Source: an optimization exercise on an open RTL-to-GDS flow (aim: small area, a short achievable clock period and few clock cycles per item). Production flows keep margins and buffers that such runs may drop.
Where RTL was checked, it was by simulation tests only, not by an equivalence proof against the original.

==> inputs of maple <==
==> flow/design.v (excerpt) <==
module samplerz_top (
  input  logic          clk,
  input  logic          rst_i,
  input  logic          din_val_i,
  input  logic [31:0]   mu_i,         
  input  logic [15:0]   inv_sigma_sqr_div_2_i,
  input  logic          rand_val_i,
  input  logic [161:0]  rand_i,       
  output logic          ready_o,
  output logic          request_rand_o,
  output logic          dout_val_o,
  output logic [15:0]   w_o
);
Settings: LEC_CHECK=0, CAP_MARGIN=20, CORE_MARGIN=2, CORE_UTILIZATION=40, SLEW_MARGIN=20; clock period 14.0 ns.
run.sh (not shown) runs the stock make flow with config.mk's settings and CLKGATE_MAP_FILE= SYNTH_SCRIPT=/design/flow/synth_recipe.tcl, a recipe that flattens the netlist after the stock synthesis.
==> inputs of violet, as changes to maple <==
--- a/flow/design.v
+++ b/flow/design.v
@@ -76,14 +76,33 @@
   function automatic logic [8:0] ZSQ_TABLE(input logic [5:0] bz0);
     ZSQ_TABLE = '0;
     for (int j = 0; j < 19; j++) begin
       if (bz0 == {1'b0, 5'(j)}) ZSQ_TABLE = ZSQ_TABLE | 9'(j * j);
       if (bz0 == {1'b1, 5'(j)}) ZSQ_TABLE = ZSQ_TABLE | 9'((j + 1) * (j + 1));
     end
   endfunction
+  function automatic logic [23:0] LANE_DIGITS(input logic [8:0] usq, input logic [5:0] nz);
+    logic [10:0] ue;
+    logic [6:0]  ne;
+    logic [4:0]  a_neg, a_one, a_two;
+    logic [2:0]  b_neg, b_one, b_two;
+    ue = {1'b0, usq, 1'b0};
+    ne = {nz, 1'b0};
+    for (int i = 0; i < 5; i++) begin
+      a_neg[i] = ue[2*i+2];
+      a_one[i] = ue[2*i+1] ^ ue[2*i];
+      a_two[i] = (ue[2*i+2] & ~ue[2*i+1] & ~ue[2*i]) | (~ue[2*i+2] & ue[2*i+1] & ue[2*i]);
+    end
+    for (int j = 0; j < 3; j++) begin
+      b_neg[j] = ne[2*j+2];
+      b_one[j] = ne[2*j+1] ^ ne[2*j];
+      b_two[j] = (ne[2*j+2] & ~ne[2*j+1] & ~ne[2*j]) | (~ne[2*j+2] & ne[2*j+1] & ne[2*j]);
+    end
+    LANE_DIGITS = {a_neg, a_one, a_two, b_neg, b_one, b_two};
+  endfunction
   function automatic int CSA_ROWS(input int n0, input int lvl);
     CSA_ROWS = n0;
     for (int i = 0; i < 32; i++) begin
       if (i < lvl && CSA_ROWS > 2) CSA_ROWS = 2 * (CSA_ROWS / 3) + CSA_ROWS % 3;
     end
   endfunction
   function automatic int CSA_LEVELS(input int n0);
@@ -144,59 +163,42 @@
     for (int j = 1; j <= samplerz_pkg::EXP_LEN; j++) begin
       if (is_cnt[j]) cnt_o = cnt_o | 5'(j);
     end
   end
 endmodule
 `timescale 1ns/1ns
 module sampling_lane (
-  input  logic [4:0]           z0_i,
-  input  logic                 b_i,
+  input  logic [23:0]          dig_i,     
+  input  logic [5:0]           nz_i,      
   input  logic [4:0]           cnt_i,     
   input  samplerz_pkg::scale_t inv_s_i,
   input  logic [31:0]          sr_i,      
   input  logic [31:0]          sr2_i,     
   output logic                 accept_o,
   output logic [5:0]           nz_o       
 );
-  logic [8:0]  usq;      
   logic [5:0]  nz;       
-  logic [10:0] usq_ext;
-  logic [6:0]  nz_ext;
+  logic [4:0]  z0;
   logic [4:0]  a_neg, a_one, a_two;
   logic [2:0]  b_neg, b_one, b_two;
-  assign usq     = samplerz_pkg::ZSQ_TABLE({b_i, z0_i});
-  assign nz      = {b_i, z0_i ^ {5{b_i}}};
-  assign usq_ext = {1'b0, usq, 1'b0};
-  assign nz_ext  = {nz, 1'b0};
-  always_comb begin
-    for (int i = 0; i < 5; i++) begin
-      a_neg[i] = usq_ext[2*i+2];
-      a_one[i] = usq_ext[2*i+1] ^ usq_ext[2*i];
-      a_two[i] = (usq_ext[2*i+2] & ~usq_ext[2*i+1] & ~usq_ext[2*i])
-               | (~usq_ext[2*i+2] & usq_ext[2*i+1] & usq_ext[2*i]);
-    end
-    for (int j = 0; j < 3; j++) begin
-      b_neg[j] = nz_ext[2*j+2];
-      b_one[j] = nz_ext[2*j+1] ^ nz_ext[2*j];
-      b_two[j] = (nz_ext[2*j+2] & ~nz_ext[2*j+1] & ~nz_ext[2*j])
-               | (~nz_ext[2*j+2] & nz_ext[2*j+1] & nz_ext[2*j]);
-    end
-  end
+  assign nz = nz_i;
+  assign z0 = nz_i[4:0] ^ {5{nz_i[5]}};
+  assign {a_neg, a_one, a_two, b_neg, b_one, b_two} = dig_i;
   localparam logic [42:0] ROW_K = 43'(
       - ((64'd1 << 33) + (64'd1 << 35) + (64'd1 << 37) + (64'd1 << 39) + (64'd1 << 41))
       - ((64'd1 << 34) + (64'd1 << 36) + (64'd1 << 38))
       + (64'd1 << 16) - (64'd1 << 38)
       + (64'd1 << 30) - (64'd1 << 34));
   logic [16:0] a_mag [5];    
   logic [33:0] b_mag [3];    
   logic [21:0] part2;
   logic [42:0] neg_row;      
   logic [13*43-1:0] rows;
   logic [42:0] sum_s, sum_c, sum;
-  assign part2 = samplerz_pkg::PART2_TABLE(z0_i);
+  assign part2 = samplerz_pkg::PART2_TABLE(z0);
   always_comb begin
     for (int i = 0; i < 5; i++) begin
       a_mag[i] = a_one[i] ? {1'b0, inv_s_i} : a_two[i] ? {inv_s_i, 1'b0} : 17'd0;
     end
     for (int j = 0; j < 3; j++) begin
       b_mag[j] = b_one[j] ? {1'b0, sr_i, 1'b0} : b_two[j] ? {sr_i, 2'b00} : 34'd0;
     end
@@ -205,23 +207,23 @@
     neg_row = '0;
     for (int i = 0; i < 5; i++) neg_row[16 + 2 * i] = a_neg[i];
     for (int j = 0; j < 3; j++) neg_row[2 * j] = b_neg[j];
   end
   always_comb begin
     rows[0*43 +: 43] = ROW_K;
     rows[1*43 +: 43] = {11'd0, sr2_i};
-    rows[2*43 +: 43] = {5'd0, ~part2, 16'd0};
-    rows[3*43 +: 43] = {9'd0, ~cnt_i[3:0], 30'd0};
-    rows[4*43 +: 43] = neg_row;
+    rows[2*43 +: 43] = {9'd0, ~cnt_i[3:0], 30'd0};
+    rows[3*43 +: 43] = neg_row;
     for (int i = 0; i < 5; i++) begin
-      rows[(5+i)*43 +: 43] = 43'({~a_neg[i], a_mag[i] ^ {17{a_neg[i]}}}) << (16 + 2 * i);
+      rows[(4+i)*43 +: 43] = 43'({~a_neg[i], a_mag[i] ^ {17{a_neg[i]}}}) << (16 + 2 * i);
     end
     for (int j = 0; j < 3; j++) begin
-      rows[(10+j)*43 +: 43] = 43'({~b_neg[j], b_mag[j] ^ {34{b_neg[j]}}}) << (2 * j);
+      rows[(9+j)*43 +: 43] = 43'({~b_neg[j], b_mag[j] ^ {34{b_neg[j]}}}) << (2 * j);
     end
+    rows[12*43 +: 43] = {5'd0, ~part2, 16'd0};
   end
   localparam int CSA_N  = 13;
   localparam int CSA_W  = 43;
   localparam int CSA_LV = samplerz_pkg::CSA_LEVELS(CSA_N);
   logic [(CSA_LV+1)*CSA_N*CSA_W-1:0] csa_lv;
   assign csa_lv[0 +: CSA_N*CSA_W] = rows;
   for (genvar l = 0; l < CSA_LV; l++) begin : g_csa_lv
@@ -253,15 +255,15 @@
 endmodule
 `timescale 1ns/1ns
 module lane_select (
   input  logic [5:0]       nz_i,
   input  samplerz_pkg::z_t floor_mu_i,
   output samplerz_pkg::z_t w_o
 );
-  assign w_o = floor_mu_i - 16'($signed(nz_i));
+  assign w_o = floor_mu_i - {{10{nz_i[5]}}, nz_i};
 endmodule
 `timescale 1ns/1ns
 module samplerz_ctrl (
   input  logic             clk,
   input  logic             rst_i,
   input  logic             din_val_i,
   input  logic             rand_val_i,
@@ -356,26 +358,27 @@
   always_ff @(posedge clk) begin
     if (din_acc) begin
       floor_mu_q <= mu_i[31:16];
       r_q        <= mu_i[15:0];
       inv_s_q    <= inv_sigma_sqr_div_2_i;
     end
   end
-  logic [15:0] r2_q;
+  logic [15:0] opa_q, opb_q;
   logic [31:0] prod;
   logic [31:0] sr_q, sr2_q;
+  always_ff @(posedge clk) begin
+    opa_q <= din_acc ? mu_i[15:0] : inv_s_q;
+    opb_q <= din_acc ? mu_i[15:0] : pre1 ? prod[31:16] : r_q;
+  end
   samplerz_mul i_samplerz_mul (
-    .a_i (pre1 ? r_q  : inv_s_q),
-    .b_i (pre2 ? r2_q : r_q),
+    .a_i (opa_q),
+    .b_i (opb_q),
     .p_o (prod)
   );
   always_ff @(posedge clk) begin
-    r2_q <= prod[31:16];
-  end
-  always_ff @(posedge clk) begin
     if (pre2) sr2_q <= prod;
     if (pre3) sr_q  <= prod;
   end
   logic [4:0] z0_c [2];
   logic [4:0] cnt_c [2];
   for (genvar g = 0; g < 2; g++) begin : g_lane
     base_sampler i_base_sampler (
@@ -383,41 +386,49 @@
       .z0_o     (z0_c[g])
     );
     ber_exp i_ber_exp (
       .rand8_i (rand_i[g*81+1 +: 8]),
       .cnt_o   (cnt_c[g])
     );
   end
-  logic [4:0] z0_0_q, z0_1_q;
+  logic [8:0]  usq_c [2];
+  logic [5:0]  nz_c [2];
+  logic [23:0] dig_c [2];
+  for (genvar g = 0; g < 2; g++) begin : g_lane_val
+    assign usq_c[g] = samplerz_pkg::ZSQ_TABLE({rand_i[g*81], z0_c[g]});
+    assign nz_c[g]  = {rand_i[g*81], z0_c[g] ^ {5{rand_i[g*81]}}};   
+    assign dig_c[g] = samplerz_pkg::LANE_DIGITS(usq_c[g], nz_c[g]);
+  end
+  logic [23:0] dig_0_q, dig_1_q;
+  logic [5:0] nz_0_q, nz_1_q;
   logic [4:0] cnt_0_q, cnt_1_q;
-  logic       b_0_q, b_1_q;
   always_ff @(posedge clk) begin
     if (deliv) begin
-      z0_0_q  <= z0_c[0];
+      dig_0_q <= dig_c[0];
+      nz_0_q  <= nz_c[0];
       cnt_0_q <= cnt_c[0];
-      b_0_q   <= rand_i[0];
     end else if (shift) begin
-      z0_0_q  <= z0_1_q;
+      dig_0_q <= dig_1_q;
+      nz_0_q  <= nz_1_q;
       cnt_0_q <= cnt_1_q;
-      b_0_q   <= b_1_q;
     end
   end
   always_ff @(posedge clk) begin
     if (deliv) begin
-      z0_1_q  <= z0_c[1];
+      dig_1_q <= dig_c[1];
+      nz_1_q  <= nz_c[1];
       cnt_1_q <= cnt_c[1];
-      b_1_q   <= rand_i[81];
     end
   end
   logic             accept;
   logic [5:0]       nz;
   samplerz_pkg::z_t w;
   sampling_lane i_sampling_lane (
-    .z0_i     (z0_0_q),
-    .b_i      (b_0_q),
+    .dig_i    (dig_0_q),
+    .nz_i     (nz_0_q),
     .cnt_i    (cnt_0_q),
     .inv_s_i  (inv_s_q),
     .sr_i     (sr_q),
     .sr2_i    (sr2_q),
     .accept_o (accept),
     .nz_o     (nz)
   );
==> flow/flow/run.sh (new file) <==
#!/bin/bash
set -euo pipefail
bash standard.sh SETUP_SLACK_MARGIN=8 finish > flow_make.log 2>&1
==> flow/standard.sh (new file) <==
#!/bin/bash
# synth_recipe.tcl (not shown) runs the flow's synth.tcl, then flattens the netlist and writes it again
# the make line also repeats each setting of config.mk as NAME=value (left out here)
make -C /OpenROAD-flow-scripts/flow DESIGN_CONFIG=/design/flow/config.mk WORK_HOME=/design/flow/orfs CLKGATE_MAP_FILE= SYNTH_SCRIPT=/design/flow/synth_recipe.tcl "${@:-finish}"
Settings changed: ABC_AREA from default to 1, CAP_MARGIN 20 to 40, SETUP_SLACK_MARGIN from default to 5, SLEW_MARGIN 20 to 60.
removed: flow/run.sh
==> inputs of xenon, as changes to maple <==
--- a/flow/design.v
+++ b/flow/design.v
@@ -76,14 +76,33 @@
   function automatic logic [8:0] ZSQ_TABLE(input logic [5:0] bz0);
     ZSQ_TABLE = '0;
     for (int j = 0; j < 19; j++) begin
       if (bz0 == {1'b0, 5'(j)}) ZSQ_TABLE = ZSQ_TABLE | 9'(j * j);
       if (bz0 == {1'b1, 5'(j)}) ZSQ_TABLE = ZSQ_TABLE | 9'((j + 1) * (j + 1));
     end
   endfunction
+  function automatic logic [23:0] LANE_DIGITS(input logic [8:0] usq, input logic [5:0] nz);
+    logic [10:0] ue;
+    logic [6:0]  ne;
+    logic [4:0]  a_neg, a_one, a_two;
+    logic [2:0]  b_neg, b_one, b_two;
+    ue = {1'b0, usq, 1'b0};
+    ne = {nz, 1'b0};
+    for (int i = 0; i < 5; i++) begin
+      a_neg[i] = ue[2*i+2];
+      a_one[i] = ue[2*i+1] ^ ue[2*i];
+      a_two[i] = (ue[2*i+2] & ~ue[2*i+1] & ~ue[2*i]) | (~ue[2*i+2] & ue[2*i+1] & ue[2*i]);
+    end
+    for (int j = 0; j < 3; j++) begin
+      b_neg[j] = ne[2*j+2];
+      b_one[j] = ne[2*j+1] ^ ne[2*j];
+      b_two[j] = (ne[2*j+2] & ~ne[2*j+1] & ~ne[2*j]) | (~ne[2*j+2] & ne[2*j+1] & ne[2*j]);
+    end
+    LANE_DIGITS = {a_neg, a_one, a_two, b_neg, b_one, b_two};
+  endfunction
   function automatic int CSA_ROWS(input int n0, input int lvl);
     CSA_ROWS = n0;
     for (int i = 0; i < 32; i++) begin
       if (i < lvl && CSA_ROWS > 2) CSA_ROWS = 2 * (CSA_ROWS / 3) + CSA_ROWS % 3;
     end
   endfunction
   function automatic int CSA_LEVELS(input int n0);
@@ -144,59 +163,42 @@
     for (int j = 1; j <= samplerz_pkg::EXP_LEN; j++) begin
       if (is_cnt[j]) cnt_o = cnt_o | 5'(j);
     end
   end
 endmodule
 `timescale 1ns/1ns
 module sampling_lane (
-  input  logic [4:0]           z0_i,
-  input  logic                 b_i,
+  input  logic [23:0]          dig_i,     
+  input  logic [5:0]           nz_i,      
   input  logic [4:0]           cnt_i,     
   input  samplerz_pkg::scale_t inv_s_i,
   input  logic [31:0]          sr_i,      
   input  logic [31:0]          sr2_i,     
   output logic                 accept_o,
   output logic [5:0]           nz_o       
 );
-  logic [8:0]  usq;      
   logic [5:0]  nz;       
-  logic [10:0] usq_ext;
-  logic [6:0]  nz_ext;
+  logic [4:0]  z0;
   logic [4:0]  a_neg, a_one, a_two;
   logic [2:0]  b_neg, b_one, b_two;
-  assign usq     = samplerz_pkg::ZSQ_TABLE({b_i, z0_i});
-  assign nz      = {b_i, z0_i ^ {5{b_i}}};
-  assign usq_ext = {1'b0, usq, 1'b0};
-  assign nz_ext  = {nz, 1'b0};
-  always_comb begin
-    for (int i = 0; i < 5; i++) begin
-      a_neg[i] = usq_ext[2*i+2];
-      a_one[i] = usq_ext[2*i+1] ^ usq_ext[2*i];
-      a_two[i] = (usq_ext[2*i+2] & ~usq_ext[2*i+1] & ~usq_ext[2*i])
-               | (~usq_ext[2*i+2] & usq_ext[2*i+1] & usq_ext[2*i]);
-    end
-    for (int j = 0; j < 3; j++) begin
-      b_neg[j] = nz_ext[2*j+2];
-      b_one[j] = nz_ext[2*j+1] ^ nz_ext[2*j];
-      b_two[j] = (nz_ext[2*j+2] & ~nz_ext[2*j+1] & ~nz_ext[2*j])
-               | (~nz_ext[2*j+2] & nz_ext[2*j+1] & nz_ext[2*j]);
-    end
-  end
+  assign nz = nz_i;
+  assign z0 = nz_i[4:0] ^ {5{nz_i[5]}};
+  assign {a_neg, a_one, a_two, b_neg, b_one, b_two} = dig_i;
   localparam logic [42:0] ROW_K = 43'(
       - ((64'd1 << 33) + (64'd1 << 35) + (64'd1 << 37) + (64'd1 << 39) + (64'd1 << 41))
       - ((64'd1 << 34) + (64'd1 << 36) + (64'd1 << 38))
       + (64'd1 << 16) - (64'd1 << 38)
       + (64'd1 << 30) - (64'd1 << 34));
   logic [16:0] a_mag [5];    
   logic [33:0] b_mag [3];    
   logic [21:0] part2;
   logic [42:0] neg_row;      
   logic [13*43-1:0] rows;
   logic [42:0] sum_s, sum_c, sum;
-  assign part2 = samplerz_pkg::PART2_TABLE(z0_i);
+  assign part2 = samplerz_pkg::PART2_TABLE(z0);
   always_comb begin
     for (int i = 0; i < 5; i++) begin
       a_mag[i] = a_one[i] ? {1'b0, inv_s_i} : a_two[i] ? {inv_s_i, 1'b0} : 17'd0;
     end
     for (int j = 0; j < 3; j++) begin
       b_mag[j] = b_one[j] ? {1'b0, sr_i, 1'b0} : b_two[j] ? {sr_i, 2'b00} : 34'd0;
     end
@@ -205,23 +207,23 @@
     neg_row = '0;
     for (int i = 0; i < 5; i++) neg_row[16 + 2 * i] = a_neg[i];
     for (int j = 0; j < 3; j++) neg_row[2 * j] = b_neg[j];
   end
   always_comb begin
     rows[0*43 +: 43] = ROW_K;
     rows[1*43 +: 43] = {11'd0, sr2_i};
-    rows[2*43 +: 43] = {5'd0, ~part2, 16'd0};
-    rows[3*43 +: 43] = {9'd0, ~cnt_i[3:0], 30'd0};
-    rows[4*43 +: 43] = neg_row;
+    rows[2*43 +: 43] = {9'd0, ~cnt_i[3:0], 30'd0};
+    rows[3*43 +: 43] = neg_row;
     for (int i = 0; i < 5; i++) begin
-      rows[(5+i)*43 +: 43] = 43'({~a_neg[i], a_mag[i] ^ {17{a_neg[i]}}}) << (16 + 2 * i);
+      rows[(4+i)*43 +: 43] = 43'({~a_neg[i], a_mag[i] ^ {17{a_neg[i]}}}) << (16 + 2 * i);
     end
     for (int j = 0; j < 3; j++) begin
-      rows[(10+j)*43 +: 43] = 43'({~b_neg[j], b_mag[j] ^ {34{b_neg[j]}}}) << (2 * j);
+      rows[(9+j)*43 +: 43] = 43'({~b_neg[j], b_mag[j] ^ {34{b_neg[j]}}}) << (2 * j);
     end
+    rows[12*43 +: 43] = {5'd0, ~part2, 16'd0};
   end
   localparam int CSA_N  = 13;
   localparam int CSA_W  = 43;
   localparam int CSA_LV = samplerz_pkg::CSA_LEVELS(CSA_N);
   logic [(CSA_LV+1)*CSA_N*CSA_W-1:0] csa_lv;
   assign csa_lv[0 +: CSA_N*CSA_W] = rows;
   for (genvar l = 0; l < CSA_LV; l++) begin : g_csa_lv
@@ -253,15 +255,15 @@
 endmodule
 `timescale 1ns/1ns
 module lane_select (
   input  logic [5:0]       nz_i,
   input  samplerz_pkg::z_t floor_mu_i,
   output samplerz_pkg::z_t w_o
 );
-  assign w_o = floor_mu_i - 16'($signed(nz_i));
+  assign w_o = floor_mu_i - {{10{nz_i[5]}}, nz_i};
 endmodule
 `timescale 1ns/1ns
 module samplerz_ctrl (
   input  logic             clk,
   input  logic             rst_i,
   input  logic             din_val_i,
   input  logic             rand_val_i,
@@ -356,26 +358,27 @@
   always_ff @(posedge clk) begin
     if (din_acc) begin
       floor_mu_q <= mu_i[31:16];
       r_q        <= mu_i[15:0];
       inv_s_q    <= inv_sigma_sqr_div_2_i;
     end
   end
-  logic [15:0] r2_q;
+  logic [15:0] opa_q, opb_q;
   logic [31:0] prod;
   logic [31:0] sr_q, sr2_q;
+  always_ff @(posedge clk) begin
+    opa_q <= din_acc ? mu_i[15:0] : inv_s_q;
+    opb_q <= din_acc ? mu_i[15:0] : pre1 ? prod[31:16] : r_q;
+  end
   samplerz_mul i_samplerz_mul (
-    .a_i (pre1 ? r_q  : inv_s_q),
-    .b_i (pre2 ? r2_q : r_q),
+    .a_i (opa_q),
+    .b_i (opb_q),
     .p_o (prod)
   );
   always_ff @(posedge clk) begin
-    r2_q <= prod[31:16];
-  end
-  always_ff @(posedge clk) begin
     if (pre2) sr2_q <= prod;
     if (pre3) sr_q  <= prod;
   end
   logic [4:0] z0_c [2];
   logic [4:0] cnt_c [2];
   for (genvar g = 0; g < 2; g++) begin : g_lane
     base_sampler i_base_sampler (
@@ -383,41 +386,49 @@
       .z0_o     (z0_c[g])
     );
     ber_exp i_ber_exp (
       .rand8_i (rand_i[g*81+1 +: 8]),
       .cnt_o   (cnt_c[g])
     );
   end
-  logic [4:0] z0_0_q, z0_1_q;
+  logic [8:0]  usq_c [2];
+  logic [5:0]  nz_c [2];
+  logic [23:0] dig_c [2];
+  for (genvar g = 0; g < 2; g++) begin : g_lane_val
+    assign usq_c[g] = samplerz_pkg::ZSQ_TABLE({rand_i[g*81], z0_c[g]});
+    assign nz_c[g]  = {rand_i[g*81], z0_c[g] ^ {5{rand_i[g*81]}}};   
+    assign dig_c[g] = samplerz_pkg::LANE_DIGITS(usq_c[g], nz_c[g]);
+  end
+  logic [23:0] dig_0_q, dig_1_q;
+  logic [5:0] nz_0_q, nz_1_q;
   logic [4:0] cnt_0_q, cnt_1_q;
-  logic       b_0_q, b_1_q;
   always_ff @(posedge clk) begin
     if (deliv) begin
-      z0_0_q  <= z0_c[0];
+      dig_0_q <= dig_c[0];
+      nz_0_q  <= nz_c[0];
       cnt_0_q <= cnt_c[0];
-      b_0_q   <= rand_i[0];
     end else if (shift) begin
-      z0_0_q  <= z0_1_q;
+      dig_0_q <= dig_1_q;
+      nz_0_q  <= nz_1_q;
       cnt_0_q <= cnt_1_q;
-      b_0_q   <= b_1_q;
     end
   end
   always_ff @(posedge clk) begin
     if (deliv) begin
-      z0_1_q  <= z0_c[1];
+      dig_1_q <= dig_c[1];
+      nz_1_q  <= nz_c[1];
       cnt_1_q <= cnt_c[1];
-      b_1_q   <= rand_i[81];
     end
   end
   logic             accept;
   logic [5:0]       nz;
   samplerz_pkg::z_t w;
   sampling_lane i_sampling_lane (
-    .z0_i     (z0_0_q),
-    .b_i      (b_0_q),
+    .dig_i    (dig_0_q),
+    .nz_i     (nz_0_q),
     .cnt_i    (cnt_0_q),
     .inv_s_i  (inv_s_q),
     .sr_i     (sr_q),
     .sr2_i    (sr2_q),
     .accept_o (accept),
     .nz_o     (nz)
   );
==> flow/flow/run.sh (new file) <==
#!/bin/bash
set -euo pipefail
bash standard.sh SETUP_SLACK_MARGIN=9 finish > flow_make.log 2>&1
==> flow/standard.sh (new file) <==
#!/bin/bash
# synth_recipe.tcl (not shown) runs the flow's synth.tcl, then flattens the netlist and writes it again
# the make line also repeats each setting of config.mk as NAME=value (left out here)
make -C /OpenROAD-flow-scripts/flow DESIGN_CONFIG=/design/flow/config.mk WORK_HOME=/design/flow/orfs CLKGATE_MAP_FILE= SYNTH_SCRIPT=/design/flow/synth_recipe.tcl "${@:-finish}"
Settings changed: ABC_AREA from default to 1, CAP_MARGIN 20 to 40, SETUP_SLACK_MARGIN from default to 5, SLEW_MARGIN 20 to 60.
removed: flow/run.sh
==> comparison table <==
|  | maple | xenon | violet |
|---|---|---|---|
| Outcome | timing/DRC/antenna clean | timing/DRC/antenna clean | timing/DRC/antenna clean |
| Cell repeated most along the worst path | sky130_fd_sc_hd__fa_1 | sky130_fd_sc_hd__fa_1 | sky130_fd_sc_hd__nand2_1 |
| Min cycle time layout | 9.14 ns | 5.78 ns | 5.87 ns |
| Library cells used by synthesis | 101 | 66 | 66 |
| Vias post-DR | 29800 | 37100 | 34600 |
| FF+latch count | 175 | 225 | 225 |
| Buffering stage count on the worst path with inverters included | 5 | 5 | 3 |
| Non-Clock Buffer Area Fraction | 0.0752 | 0.123 | 0.0811 |
| Number of cells produced by synthesis | 3963 | 5203 | 5203 |
| Multi-input gate area in the final layout | 25000 sq um | 29900 sq um | 26800 sq um |
| Antenna cell count | 6 | 0 | 1 |
| FF+latch area | 4850 sq um | 6290 sq um | 6290 sq um |
| Number of DRC markers after the initial detailed-route iteration | 3229 | 2574 | 2557 |
Testbench counts of violet, summed over its fixed seeds: cycles 83,315, samples 12,000.
Testbench counts of xenon, summed over its fixed seeds: cycles 83,315, samples 12,000.
The RTL of maple was laid out without a check of its function.

-- afterwards: timing with drivers on the ports --
Ports are ideal in the flow. The routed layouts listed here were re-timed in OpenROAD. Step 1, drivers: a clkbuf_16 drives clk and a buf_2 each remaining input, both assumed. Step 2 adds t to the input delays and takes it off the output delays; t is the mean of the earliest and latest rising clock arrival at the registers after step 1. Input paths then give back, and output paths get back, about the clock's delay inside the block. Slacks: ideal / step 1 / step 2; pairs: ideal / step 1.
run | shift t [ns] | setup slack, ns | slew at the worst register clock pin (ns) | worst data-port slew with drivers (ns)
maple | 0.542 | 4.858 / 4.858 / 4.858 | 0.09 / 0.09 | 0.12
violet | 0.613 | 8.127 / 8.163 / 7.550 | 0.07 / 0.07 | 0.14
xenon | 0.617 | 8.216 / 8.216 / 8.216 | 0.06 / 0.06 | 0.12
After both steps setup and hold are still met in every run listed. For violet, which loses most, drivers alone change the setup slack by +0.036 ns; drivers and shift together by -0.577 ns.
